Context: an optimization exercise on an open-source flow, tuned for small area, a short achievable clock period and few clock cycles. The choices shown serve that exercise and are no tape-out recipe. Function was checked by simulation only, so behaviour that the tests miss may differ from the original. Power figures rest on the tool's default switching activity, not on a simulated workload.

==> flow/design.v (outline; a module is shown in full before it is edited, if it fits) <==
// module matrix_bram: 27 lines
// module systolic_pe: 13 lines
// module dot4_csa: 3736 lines
// module tile_sequencer: 20 lines
// module result_buffer: 45 lines
// module matmul_top: 61 lines
module matmul_top
#(
    parameter  int BLOCK   = 4,
    parameter  int INNER   = 4,
    parameter  int A_ROWS  = 8,      
    parameter  int B_COLS  = 8,      
    localparam int A_DEPTH = (A_ROWS / BLOCK) * INNER,
    localparam int B_DEPTH = (B_COLS / BLOCK) * INNER,
    localparam int A_AW    = (A_DEPTH > 1) ? $clog2(A_DEPTH) : 1,
    localparam int B_AW    = (B_DEPTH > 1) ? $clog2(B_DEPTH) : 1,
    localparam int R_AW    = (A_ROWS * B_COLS > 1) ? $clog2(A_ROWS * B_COLS) : 1
) (
    input  logic              clk,
    input  logic              rst_n,
    input  logic              a_we,
    input  logic [A_AW-1:0]   a_addr,      
    input  logic [BLOCK-1:0][ELEM_W-1:0]  a_data,
    input  logic              b_we,
    input  logic [B_AW-1:0]   b_addr,      
    input  logic [BLOCK-1:0][ELEM_W-1:0]  b_data,
    input  logic              start,
    output logic              busy,
    output logic              done,
    input  logic [R_AW-1:0]   res_addr,
    output logic signed [ELEM_W-1:0]             res_data
);
  // ...
==> flow/run.sh <==
#!/bin/bash
# synth_recipe.tcl (not shown) runs the flow's synth.tcl, then flattens the netlist and writes it again
# the make line also repeats each setting of config.mk as NAME=value (left out here)
make -C /OpenROAD-flow-scripts/flow DESIGN_CONFIG=/design/flow/config.mk WORK_HOME=/design/flow/orfs CLKGATE_MAP_FILE= SYNTH_SCRIPT=/design/flow/synth_recipe.tcl finish
==> flow/config.mk <==
export PLATFORM = sky130hd
export DESIGN_NAME = matmul_top
export DESIGN_NICKNAME = matmul_top
export VERILOG_FILES = /design/flow/design.v
export SDC_FILE = /design/flow/constraint.sdc
export NUM_CORES = 4
export LEC_CHECK = 0
export ABC_CLOCK_PERIOD_IN_PS = 5000
export CAP_MARGIN = 20
export CORE_MARGIN = 2
export CORE_UTILIZATION = 40
export SETUP_SLACK_MARGIN = 4.5
export SLEW_MARGIN = 20
==> flow/constraint.sdc <==
create_clock -name core_clock -period 10.0 [get_ports {clk}]
set_input_delay 2.0000 -clock core_clock [delete_from_list [all_inputs] [get_ports {clk}]]
set_output_delay 2.0000 -clock core_clock [all_outputs]
set_load 0.01 [all_outputs]
==> results.ini, run 1 <==
[sta]
setup_ws_ns = 3.20
fin_crit_ns = 6.80
finClkSkew_ns = 0.0915
hold_slack_ns = 0.339

[routing]
wl_um = 376000
wl_met3_um = 38500
firstDrtPassIters = 7
routed.top_layer = met5

[run_status]
outcome = complete, no violations

[final_layout]
finalNonFillerCells = 11571
diodes = 10
buffers_excl_clock = 867
multi_input_area_share_pct = 32.1
drive_above_1_share_pct = 26.9
n_fill_cell = 22069
num-multi-input-gates = 4171
synthToLayoutAreaGrowth_pct = 21.6
largest_class = flip-flops and latches

[setup_path]
crit_cells = 15
cpLargestDelayFamily = adder cells
worstSetupStartpointType = register
path_buf_inv = 4
required_ns = 8.00
critical-path-slowest-cell = fa_1
path_cells = fa_1 > fa_1 > ha_1 > a21oi_1 > o21ai_0 > a211oi_2 > o31ai_4 > buf_12 > o21a_1 > o21a_4 > buf_6 > nor3_4 > buf_6 > a21o_1 > buf_2

[power]
power.internal_w = 0.0255
sw_frac_of_total_pct = 41.5
vdd_ir_drop_max_uv = 489
powerDensity_nw_per_um2 = 341
pwr-share-clk_pct = 18.6

[placement]
dpl-instance-area_um2 = 111000
place_ws_ns = 1.14

[worst_hold_path]
hold_end = a_mem.snap_q[244]$_DFFE_PP_

[yosys]
synth_area_leaders = edfxtp_1, fa_1, mux4_2, a21oi_1, dfxtp_1
yosysWarnings = 3
synth_top_area_cell = edfxtp_1
yosysSeqAreaShare_pct = 60.8
yosys.cell_types.count = 78
ys_ff_latch = 2175
synth_xor_area_share_pct = 0.690

[clock_network]
clock_latency_ns = 0.90
cts_tree = built

[global_routing]
grt_max_degree = 177

[floorplan]
num_rows = 188
num_tap_cells = 3515

Testbench counts, summed over its fixed seeds: cycles 4,296.
==> run 2, diff against run 1 <==
--- a/flow/config.mk
+++ b/flow/config.mk
@@ -6,8 +6,8 @@
 export NUM_CORES = 4
 export LEC_CHECK = 0
-export ABC_CLOCK_PERIOD_IN_PS = 5000
 export CAP_MARGIN = 20
 export CORE_MARGIN = 2
-export CORE_UTILIZATION = 40
+export CORE_UTILIZATION = 55
+export CTS_CLUSTER_SIZE = 30
 export SETUP_SLACK_MARGIN = 4.5
 export SLEW_MARGIN = 20
==> run 2 against run 1 <==
  * First-iteration DRC count grew 14%
  * Maximum frequency rose by 1.3%
  * Wire length fell by 3.1%
  * Cell area fell by 0.73%
  * Utilization grew 18 points
==> results.ini, run 2 <==
[clock_network]
cts_tree = built
root_buffer = clkbuf_16
clockBufferDepth = 3
htreeDepth = 4
cts_buffers = 207
clkTransAtPathRegs_ns = 0.06
cts_hold_buf = 0
cts.sinks = 2175
clock_latency_ns = 0.88  ; -0.02 ns

[final_layout]
regArea_um2 = 64000
utilization_pct = 66.8
nNetsFinal = 8646
layout_common_cells = edfxtp_1, a21oi_1, buf_4
finalNonFillerCells = 10607  ; -8.3%
drive_above_1_share_pct = 27.4  ; +0.50 points
n_fill_cell = 13277  ; -40%
final_area_um2 = 127000
multi_input_area_um2 = 41500
final_common_cell = edfxtp_1
synthToLayoutAreaGrowth_pct = 20.7

[yosys]
yosysWarnings = 3  ; unchanged
netlist_area_um2 = 105000
ys_async_sr_fraction_pct = 0
synth_common_cells = edfxtp_1, a21oi_1, fa_1
synth_top_area_share_pct = 58.4
postSynthCellCount = 7373
synth_top_area_cell = edfxtp_1
synth-main-ff-cell = edfxtp_1
synthesis.nets = 8098
yosysMostFrequentCell = edfxtp_1
ys_ff_latch = 2175  ; unchanged
synth_edf_count = 2048
syn-mean-instance-area_um2 = 14.3
yosys.cell_types.count = 78  ; unchanged
yosysSeqAreaShare_pct = 60.8  ; unchanged
synth_area_leaders = edfxtp_1, fa_1, mux4_2, a21oi_1, dfxtp_1

[sta]
slew-limit-headroom_pct = 20.2
finalHoldViolations = 0
max_freq_mhz = 149
fin_crit_ns = 6.72  ; -0.0841 ns
final.period_utilization_pct = 67.2
setup-violations-final = 0
hold_slack_ns = 0.361  ; +0.0221 ns
rsz0062_at_grt = yes
worstMarginPinSlew_ns = 1.20
maxSlewViolCount = 0
finClkSkew_ns = 0.0762  ; -0.0153 ns

[floorplan]
die_h_um = 442
num_rows = 160  ; -15%
io_pins = 163
fp.dieW_um = 442
core_area_um2 = 190000
start_util_pct = 55.4
die_area_um2 = 195000

[power]
total_power_w = 0.0431
vdd_ir_drop_max_uv = 493  ; +0.76%
leakagePower_nw = 44.0
powerDensity_nw_per_um2 = 339  ; -0.41%

[global_routing]
grtUsageMet1_pct = 50.6
grt_pass1_wl_um = 500000
grt.overflow.total = 0
use_met2_pct = 51.4
track_usage_pct = 36.9
grt-busiest-layer = met2
grt_max_degree = 154  ; -13%
grt_pass1_vias = 66424
antenna_found_initial = 19
use_met3_pct = 11.8

[setup_path]
setup.worst_path.class = register to output pin
critical-path-slowest-cell = fa_1
critPathCaptureType = output pin
cp_max_fo = 8
cp_slowest_stage_delay_ns = 0.55
worstSetupStartpointType = register
r2r_start = b_mem.snap_q[307]$_DFFE_PP_
required_ns = 8.00  ; about the same
worstReg2RegEnd = u_res.u_dot.q_s893$_DFF_P_
r2r_cells = 17
path_cells = fa_1 > fa_1 > ha_4 > a211oi_1 > or2_4 > a211o_4 > a31oi_4 > buf_12 > o21a_4 > o21a_4 > nor3_4 > buf_12 > buf_6 > a21o_1 > buf_2
cp.arrival_ns = 4.72
reg2reg_slack_ns = 4.35

[placement]
routabilityCongestion = 1.09
dp.cells = 9649
numPortBuffers = 162
dp.final_hpwl_um = 234000
dpl-instance-area_um2 = 110000  ; -1.3%

[routing]
num_vias = 71254
drc = 0
firstDrtPassIters = 8  ; +1
wl_per_cell_um = 34.3
ant_nets = 0
viasPerCell = 6.72
wl_um = 364000  ; -3.1%
drt_iter0_drc = 11937

[worst_hold_path]
min_path_type = register to register
hold_end = b_mem.snap_q[138]$_DFFE_PP_
hold_path.startpoint = b_mem.mem[138]$_DFFE_PP_
whs_path_depth = 0

[run_status]
outcome = complete, no violations

[flow_run]
drv_cap = 0

run 2: critical path: cells and delay by family (launching register included):
family,cells,cell delay (ns)
adder cells (fa/ha/maj),3,1.28
AO/OA/AOI/OAI,6,1.22
buffers and inverters,4,0.56
AND/OR/NAND/NOR,2,0.46
flip-flops,1,0.32
run 2: report_power, final:
part           switching, W  internal [W]
Clock               0.00331       0.00414
Combinational        0.0144        0.0101
Sequential         0.000231        0.0110
Total                0.0179        0.0252
run 2: repair_timing:
action                                  4_1_cts  5_1_grt
gates cloned                                 64        9
endpoints found under the setup margin      127      118
setup buffers                               404       96
gates resized for setup                     984      214
pin swaps                                   234      137
run 2: kinds of logic (layout without fill, tap and decap cells):
| logic type | after synthesis | after routing | synth area share (%) |
|---|---|---|---|
| other | 0 | 8 | 0 |
| adder cells (fa/ha/maj) | 614 | 614 | 10.8 |
| multiplexers | 484 | 509 | 7.92 |
| buffers and inverters | 1056 | 1740 | 4.17 |
| flip-flops | 2175 | 2175 | 60.8 |
| AO/OA/AOI/OAI | 2116 | 2116 | 12.2 |
| AND/OR/NAND/NOR | 845 | 851 | 3.39 |
| XOR/XNOR | 83 | 83 | 0.690 |
run 2: layout make-up:
class / instances / area share [%]
repair buffers: 916 / 7.96
repair inverters: 4 / 0.0276
inverters: 444 / 1.38
flip-flops and latches: 2175 / 50.4
diodes: 8 / 0.0158
multi-input cells: 4173 / 32.6
well taps: 2511 / 2.47
clock inverters: 113 / 0.752
clock buffers: 263 / 4.36
run 2: metal layers:
metal  up-vias  routed length, µm
met4         8              28600
met2      4960             151000
met3      1186              46800
met5         -                 53
li1      29323                  -
met1     35777             138000
run 2: worst max-delay path by stage:
stage	startpoint	endpoint	slack (ns)	depth (start not counted)
after global placement	res_addr[2]	u_res.u_dot.q_s905$_DFF_P_	1.46	17
final	u_res.u_dot.q_s865$_DFF_P_	res_data[14]	3.28	15
after global routing	u_res.u_dot.q_s851$_DFF_P_	res_data[14]	3.16	17
after detailed placement	res_addr[2]	u_res.u_dot.q_s905$_DFF_P_	1.46	17
after CTS	u_res.u_dot.q_pp_3_0_1$_DFF_P_	res_data[14]	3.20	16
after floorplan	start	u_seq.run_q$_SDFF_PN0_	-7.75	2
run 2: stage by stage:
stage / setup WS [ns] / TNS [ns]
CTS: 3.20 / 0
detailed placement: 1.46 / 0
floorplan: -7.75 / -7910.95
global route: 3.16 / 0
global placement: 1.46 / 0
finish: 3.28 / 0
==> run 3, diff against run 2 <==
--- a/flow/config.mk
+++ b/flow/config.mk
@@ -10,4 +10,4 @@
 export CORE_UTILIZATION = 55
 export CTS_CLUSTER_SIZE = 30
-export SETUP_SLACK_MARGIN = 4.5
+export SETUP_SLACK_MARGIN = 3.6
 export SLEW_MARGIN = 20
==> run 3 against run 2 <==
  * Die area is the same
  * Hold slack lost 0.0033 ns
  * Final cell count is 1.2% lower
  * Synthesized cell count unchanged
  * Highest routed layer unchanged
  * Still clean on timing, DRC and antenna
  * Largest power group unchanged
  * Register-to-register slack about the same
==> results.ini, run 3 <==
[run_status]
outcome = complete, no violations

[routing]
viasPerCell = 6.70  ; -0.28%
drt_iter0_drc = 11620  ; -2.7%
wl_um = 356000  ; -2.2%
drc = 0  ; unchanged
wl_per_cell_um = 34.0  ; -0.98%
num_vias = 70211  ; -1.5%
ant_nets = 0  ; unchanged
firstDrtPassIters = 10  ; +2

[power]
leakagePower_nw = 43.2  ; -1.8%
total_power_w = 0.0422  ; -2.1%
powerDensity_nw_per_um2 = 339  ; about the same
vdd_ir_drop_max_uv = 505  ; +2.4%

[floorplan]
start_util_pct = 55.4  ; unchanged
io_pins = 163  ; unchanged
die_h_um = 442  ; unchanged
die_area_um2 = 195000  ; unchanged
fp.dieW_um = 442  ; unchanged
num_rows = 160  ; unchanged
core_area_um2 = 190000  ; unchanged

[placement]
dp.cells = 9649  ; unchanged
numPortBuffers = 162  ; unchanged
dp.final_hpwl_um = 234000  ; unchanged
routabilityCongestion = 1.09  ; unchanged

[sta]
setup-violations-final = 0  ; unchanged
max_freq_mhz = 149  ; +0.10%
finalHoldViolations = 0  ; unchanged
worstMarginPinSlew_ns = 1.29  ; +0.0911 ns
final.period_utilization_pct = 67.1  ; -0.070 points
slew-limit-headroom_pct = 14.1  ; -6.1 points
finClkSkew_ns = 0.0718  ; -0.00439 ns
hold_slack_ns = 0.358  ; -0.00329 ns
maxSlewViolCount = 0  ; unchanged
rsz0062_at_grt = yes
fin_crit_ns = 6.71  ; -0.00703 ns

[setup_path]
cp.arrival_ns = 4.71  ; about the same
worstSetupStartpointType = register
cpLargestDelayFamily = adder cells
critical-path-slowest-cell = fa_2
path_cells = fa_1 > fa_2 > ha_4 > a21oi_1 > o21ai_0 > a211oi_2 > o31ai_4 > buf_12 > o21a_4 > o21a_4 > nor3_4 > buf_12 > buf_6 > a21o_1 > buf_2
critPathCaptureType = output pin
cp_slowest_stage_delay_ns = 0.65  ; +0.10 ns
required_ns = 8.00  ; about the same
cp_max_fo = 8  ; unchanged
reg2reg_slack_ns = 4.36  ; about the same
setup.worst_path.class = register to output pin
path_buf_inv = 4  ; unchanged

[final_layout]
nNetsFinal = 8525  ; -1.4%
drive_above_1_share_pct = 23.0  ; -4.4 points
synthToLayoutAreaGrowth_pct = 18.2
finalNonFillerCells = 10481  ; -1.2%
final_common_cell = edfxtp_1
layout_common_cells = edfxtp_1, a21oi_1, fa_1
utilization_pct = 65.5  ; -1.4 points

[global_routing]
use_met3_pct = 9.55  ; -2.2 points
grt_pass1_wl_um = 484000  ; -3.1%
track_usage_pct = 35.7  ; -1.2 points
grt_pass1_vias = 64279  ; -3.2%
grt-busiest-layer = met1
grtUsageMet1_pct = 50.4  ; -0.15 points
grt.overflow.total = 0  ; unchanged
antenna_found_initial = 18  ; -1
use_met2_pct = 50.1  ; -1.4 points
grt_max_degree = 154  ; unchanged

[yosys]
synthesis.nets = 8098  ; unchanged
syn-mean-instance-area_um2 = 14.3  ; unchanged
netlist_area_um2 = 105000  ; unchanged
yosysWarnings = 3  ; unchanged
yosysMostFrequentCell = edfxtp_1
synth_top_area_cell = edfxtp_1
synth_common_cells = edfxtp_1, a21oi_1, fa_1
synth_area_leaders = edfxtp_1, fa_1, mux4_2, a21oi_1, dfxtp_1
yosys.cell_types.count = 78  ; unchanged
ys_async_sr_fraction_pct = 0  ; unchanged
ys_ff_latch = 2175  ; unchanged
synth_top_area_share_pct = 58.4  ; unchanged
synth_edf_count = 2048  ; unchanged
postSynthCellCount = 7373  ; unchanged
synth-main-ff-cell = edfxtp_1
yosysSeqAreaShare_pct = 60.8  ; unchanged

[clock_network]
cts_buffers = 207  ; unchanged
clkTransAtPathRegs_ns = 0.06  ; about the same
clock_latency_ns = 0.88  ; about the same
clockBufferDepth = 3  ; unchanged
cts_tree = built
cts.sinks = 2175  ; unchanged
root_buffer = clkbuf_16
htreeDepth = 4  ; unchanged

[flow_run]
drv_cap = 0  ; unchanged

[worst_hold_path]
min_path_type = register to register

run 3: cell counts after synthesis:
No cell type changed its count.
run 3: per-layer routing:
layer  vias to the layer above  share of wire [%]
met4                        16                7.7
met1                     35212                 39
met5                         -              0.032
met2                      4792                 42
li1                      29051                  -
met3                      1140                 12
run 3: final cells by class:
class / instances / area (µm²)
timing repair inverter: 2 / 17.5
inverter: 444 / 1730
antenna: 3 / 7.51
tap: 2511 / 3140
sequential: 2175 / 64000
multi-input combinational: 4173 / 40400
clock inverter: 113 / 956
fill: 13578 / 65700
clock buffer: 263 / 5550
timing repair buffer: 797 / 8650
run 3: path summary, 6_finish.rpt:
check | from | endpoint | cells after the start
setup / recovery | u_res.u_dot.q_s909$_DFF_P_ | res_data[14] | 15
hold / removal | b_mem.mem[138]$_DFFE_PP_ | b_mem.snap_q[138]$_DFFE_PP_ | 0
setup reg to reg | b_mem.snap_q[307]$_DFFE_PP_ | u_res.u_dot.q_s893$_DFF_P_ | 17
hold reg to reg | b_mem.mem[138]$_DFFE_PP_ | b_mem.snap_q[138]$_DFFE_PP_ | 0
run 3: metrics by stage:
stage / setup slack (ns) / area (µm²) / TNS, ns
2_1_floorplan: -7.75 / 106000 / -7910.95
3_3_place_gp: 1.46 / 110000 / 0
3_5_place_dp: 1.46 / 110000 / 0
4_1_cts: 3.20 / 121000 / 0
5_1_grt: 3.20 / 125000 / 0
6_report: 3.29 / 125000 / 0
run 3: what timing repair did:
item,CTS,global route
pin swaps,79,112
setup endpoints to repair,109,88
resized for setup,503,307
hold endpoints to repair,0,0
hold buffers,0,0
gates cloned,42,19
buffers inserted,236,155
run 3: report_power, final:
part	total [W]	internal [W]	switching, W
logic	0.0235	0.00955	0.0140
clock network	0.00744	0.00414	0.00330
registers	0.0112	0.0110	0.000230
run 3: cell families (layout without fill, tap and decap cells):
group / Yosys count / count (layout) / share of synthesized area, %
compound gates: 2116 / 2116 / 12.2
xor+xnor: 83 / 83 / 0.690
fa+ha+maj: 614 / 614 / 10.8
buf+inv: 1056 / 1619 / 4.17
flops: 2175 / 2175 / 60.8
mux: 484 / 511 / 7.92
other cells: 0 / 3 / 0
simple gates: 845 / 849 / 3.39
==> run 4, diff against run 3 <==
--- a/flow/config.mk
+++ b/flow/config.mk
@@ -8,6 +8,6 @@
 export CAP_MARGIN = 20
 export CORE_MARGIN = 2
-export CORE_UTILIZATION = 55
+export CORE_UTILIZATION = 60
 export CTS_CLUSTER_SIZE = 30
-export SETUP_SLACK_MARGIN = 3.6
+export SETUP_SLACK_MARGIN = 3.1
 export SLEW_MARGIN = 20
==> run 4 against run 3 <==
  * Non-clock buffer count down 304
  * First-iteration DRC count down 3.2%
  * Synthesized cell count unchanged
  * Clock power up 6.9%
  * Via count down 3.0%
  * Sequential share of layout area up 2.3 points
  * Combinational power down 7%
  * Register-to-register slack worse by 0.34 ns
  * Highest routed layer unchanged
  * Largest cell class unchanged
==> results.ini, run 4 <==
[run_status]
outcome = complete, no violations

[setup_path]
required_ns = 10.72  ; +2.72 ns
setup.worst_path.class = input pin to register
worstReg2RegEnd = u_res.u_dot.q_s901$_DFF_P_
path_buf_inv = 5  ; +1
crit_path_end = u_res.u_dot.q_s901$_DFF_P_
cp_max_fo = 39  ; +31
cpLargestDelayFamily = adder cells
worstSetupStartpointType = input pin
path_cells = buf_16 > mux4_2 > mux2_4 > inv_4 > nand2b_4 > o221ai_1 > a21oi_2 > fa_1 > fa_1 > inv_1 > fa_1 > inv_1 > fa_1 > inv_1 > fa_1 > fa_1
crit_top_cell = fa_1
critical-path-slowest-cell = fa_1
cp.arrival_ns = 7.64  ; +2.93 ns
critPathCaptureType = register
crit_start = res_addr[2]
reg2reg_slack_ns = 4.02  ; -0.34 ns
crit_cells = 16  ; +1
r2r_start = b_mem.snap_q[83]$_DFFE_PP_
cp_slowest_stage_delay_ns = 0.57  ; -0.08 ns
r2r_cells = 15  ; -2

[sta]
slew-limit-headroom_pct = 24.3  ; +10 points
maxSlewViolCount = 0  ; unchanged
hold_slack_ns = 0.359  ; +0.00148 ns
setup-violations-final = 0  ; unchanged
setup_ws_ns = 3.08  ; -0.210 ns
finClkSkew_ns = 0.0829  ; +0.0112 ns
finalHoldViolations = 0  ; unchanged
tns_ns = 0  ; unchanged
fin_crit_ns = 6.92  ; +0.210 ns
max_freq_mhz = 144  ; -3.0%
worstMarginPinSlew_ns = 1.14  ; -0.152 ns
rsz0062_at_grt = yes
final.period_utilization_pct = 69.2  ; +2.1 points

[clock_network]
clock_latency_ns = 0.90  ; +0.02 ns
cts_hold_buf = 0  ; unchanged
cts_buffers = 202  ; -2.4%
clkTransAtPathRegs_ns = 0.07  ; about the same
root_buffer = clkbuf_16
htreeDepth = 4  ; unchanged
cts_tree = built
cts.sinks = 2175  ; unchanged
clockBufferDepth = 3  ; unchanged

[worst_hold_path]
min_path_type = register to register

[final_layout]
nNetsFinal = 8190  ; -3.9%
final_common_cell = edfxtp_1
final_area_um2 = 119000  ; -4.3%
synthToLayoutAreaGrowth_pct = 13.2
layout_common_cells = edfxtp_1, a21oi_1, fa_1
drive_above_1_share_pct = 16.9  ; -6.1 points

[yosys]
synth_area_leaders = edfxtp_1, fa_1, mux4_2, a21oi_1, dfxtp_1
yosysSeqAreaShare_pct = 60.8  ; unchanged
syn-mean-instance-area_um2 = 14.3  ; unchanged
synth_top_area_cell = edfxtp_1
synthesis.nets = 8098  ; unchanged
synth_common_cells = edfxtp_1, a21oi_1, fa_1
netlist_area_um2 = 105000  ; unchanged
postSynthCellCount = 7373  ; unchanged
yosysWarnings = 3  ; unchanged
synth_top_area_share_pct = 58.4  ; unchanged
yosys.cell_types.count = 78  ; unchanged
yosysMostFrequentCell = edfxtp_1
ys_async_sr_fraction_pct = 0  ; unchanged
synth_edf_count = 2048  ; unchanged
synth-main-ff-cell = edfxtp_1
ys_ff_latch = 2175  ; unchanged

[floorplan]
die_h_um = 423  ; -4.2%
die_area_um2 = 179000  ; -8.3%
fp.dieW_um = 423  ; -4.2%
core_area_um2 = 174000  ; -8.4%
start_util_pct = 60.4  ; +5.1 points
num_rows = 153  ; -4.4%
io_pins = 163  ; unchanged

[global_routing]
grt_max_degree = 179  ; +16%
grt.overflow.total = 0  ; unchanged
grt_pass1_vias = 64467  ; +0.29%
grt_pass1_wl_um = 475000  ; -1.8%
track_usage_pct = 37.6  ; +1.9 points
antenna_found_initial = 21  ; +3

[placement]
place_ws_ns = 1.32  ; -0.141 ns
dpl-instance-area_um2 = 110000  ; -0.23%
numPortBuffers = 162  ; unchanged
dp.final_hpwl_um = 230000  ; -1.9%
routabilityCongestion = 1.09  ; +0.25%

[routing]
viasPerCell = 6.83  ; +2.0%
ant_nets = 0  ; unchanged
num_vias = 68110  ; -3.0%
drc = 0  ; unchanged
wl_per_cell_um = 34.1  ; +0.37%
firstDrtPassIters = 10  ; unchanged
wl_um = 340000  ; -4.6%
drt_iter0_drc = 11250  ; -3.2%

[power]
vdd_ir_drop_max_uv = 396  ; -21%
leakagePower_nw = 40.8  ; -5.5%
total_power_w = 0.0411  ; -2.7%
powerDensity_nw_per_um2 = 345  ; +1.7%

[flow_run]
drv_cap = 0  ; unchanged

[run 4: cell count changes in the layout (fill, tap and decap cells not counted), moves of 48 or more]
cell,delta
buf_4,-172
fa_1,+54
fa_2,-54
buf_12,-51
buf_6,-48
[run 4: cell families (layout without fill, tap and decap cells)]
kind of cell,count (synthesis),in the layout,share of synthesized area [%]
xor gates and xnor gates,83,83,0.690
AOI/OAI and AO/OA,2116,2116,12.2
DFF,2175,2175,60.8
and+or+nand+nor,845,847,3.39
adders and majority gates,614,614,10.8
other,0,6,0
buffers and inverters,1056,1313,4.17
muxes,484,487,7.92
[run 4: layout make-up]
cell class	instances	area (µm²)
Antenna cell	6	15.0
Clock buffer	248	5250
Clock inverter	126	1670
Fill cell	11621	55000
Inverter	444	1700
Multi-Input combinational cell	4147	38600
Sequential cell	2175	64000
Tap cell	2325	2910
Timing Repair Buffer	493	4990
Timing Repair inverter	2	13.8
[run 4: what timing repair did]
item,in CTS,in global routing
pin swaps,12,24
setup buffers,37,65
endpoints found under the setup margin,89,68
cloned,9,9
resized for setup,147,158
[run 4: worst min path at each step]
stage | cells past startpoint | startpoint | endpoint
finish | 0 | b_mem.mem[6]$_DFFE_PP_ | b_mem.snap_q[6]$_DFFE_PP_
floorplan | 0 | a_mem.mem[0]$_DFFE_PP_ | a_mem.snap_q[0]$_DFFE_PP_
detailed placement | 0 | a_mem.mem[103]$_DFFE_PP_ | a_mem.snap_q[103]$_DFFE_PP_
global route | 0 | b_mem.mem[28]$_DFFE_PP_ | b_mem.snap_q[28]$_DFFE_PP_
global placement | 0 | a_mem.mem[124]$_DFFE_PP_ | a_mem.snap_q[124]$_DFFE_PP_
CTS | 0 | b_mem.mem[187]$_DFFE_PP_ | b_mem.snap_q[187]$_DFFE_PP_
[run 4: power by group]
group          total (W)  switching, W  internal [W]
Sequential        0.0112      0.000247        0.0110
Combinational     0.0219        0.0133       0.00862
Clock            0.00795       0.00342       0.00452
[run 4: per-stage QoR]
| step | std cells | util, % |
|---|---|---|
| global route | 9960 | 68.4 |
| finish | 9966 | 68.4 |
| global placement | 9465 | 63.0 |
| CTS | 9885 | 67.7 |
| detailed placement | 9465 | 63.0 |
| floorplan | 7373 | - |
[run 4: routing by layer]
| metal | global-route usage, % | share of wire (%) |
|---|---|---|
| met5 | 0 | 0.053 |
| met4 | 17.0 | 5.8 |
| met3 | 11.0 | 13 |
| met2 | 55.1 | 44 |
| met1 | 52.5 | 38 |

[afterwards: timing with drivers on the ports]
How much do the figures lean on ideal ports? The routed layouts below were timed once more, with nothing changed but the port constraints.
Step 1 (the two cells are an assumption about what drives the block):
set clk [get_ports {clk}]
set_driving_cell -lib_cell sky130_fd_sc_hd__clkbuf_16 $clk
set_driving_cell -lib_cell sky130_fd_sc_hd__buf_2 [delete_from_list [all_inputs] $clk]
Step 2, shift: input delay + t, output delay - t, t = (earliest + latest rising clock arrival at the registers) / 2. This alone moves slack from input paths to output paths.
Slacks: ideal / step 1 / step 2; pairs: ideal / step 1.
run | shift t [ns] | setup slack, ns | worst hold slack (ns)
run 1 | 0.947 | 3.196 / 3.103 / 2.163 | 0.339 / 0.339 / 0.339
run 2 | 0.927 | 3.281 / 3.053 / 2.126 | 0.361 / 0.361 / 0.361
run 3 | 0.929 | 3.288 / 3.097 / 2.168 | 0.358 / 0.358 / 0.358
run 4 | 0.959 | 3.077 / 2.836 / 1.877 | 0.359 / 0.359 / 0.359
After both steps every run listed still meets setup and hold. The setup slack of run 4, which loses most, moves by -0.241 ns with the drivers and by -1.200 ns with both steps.
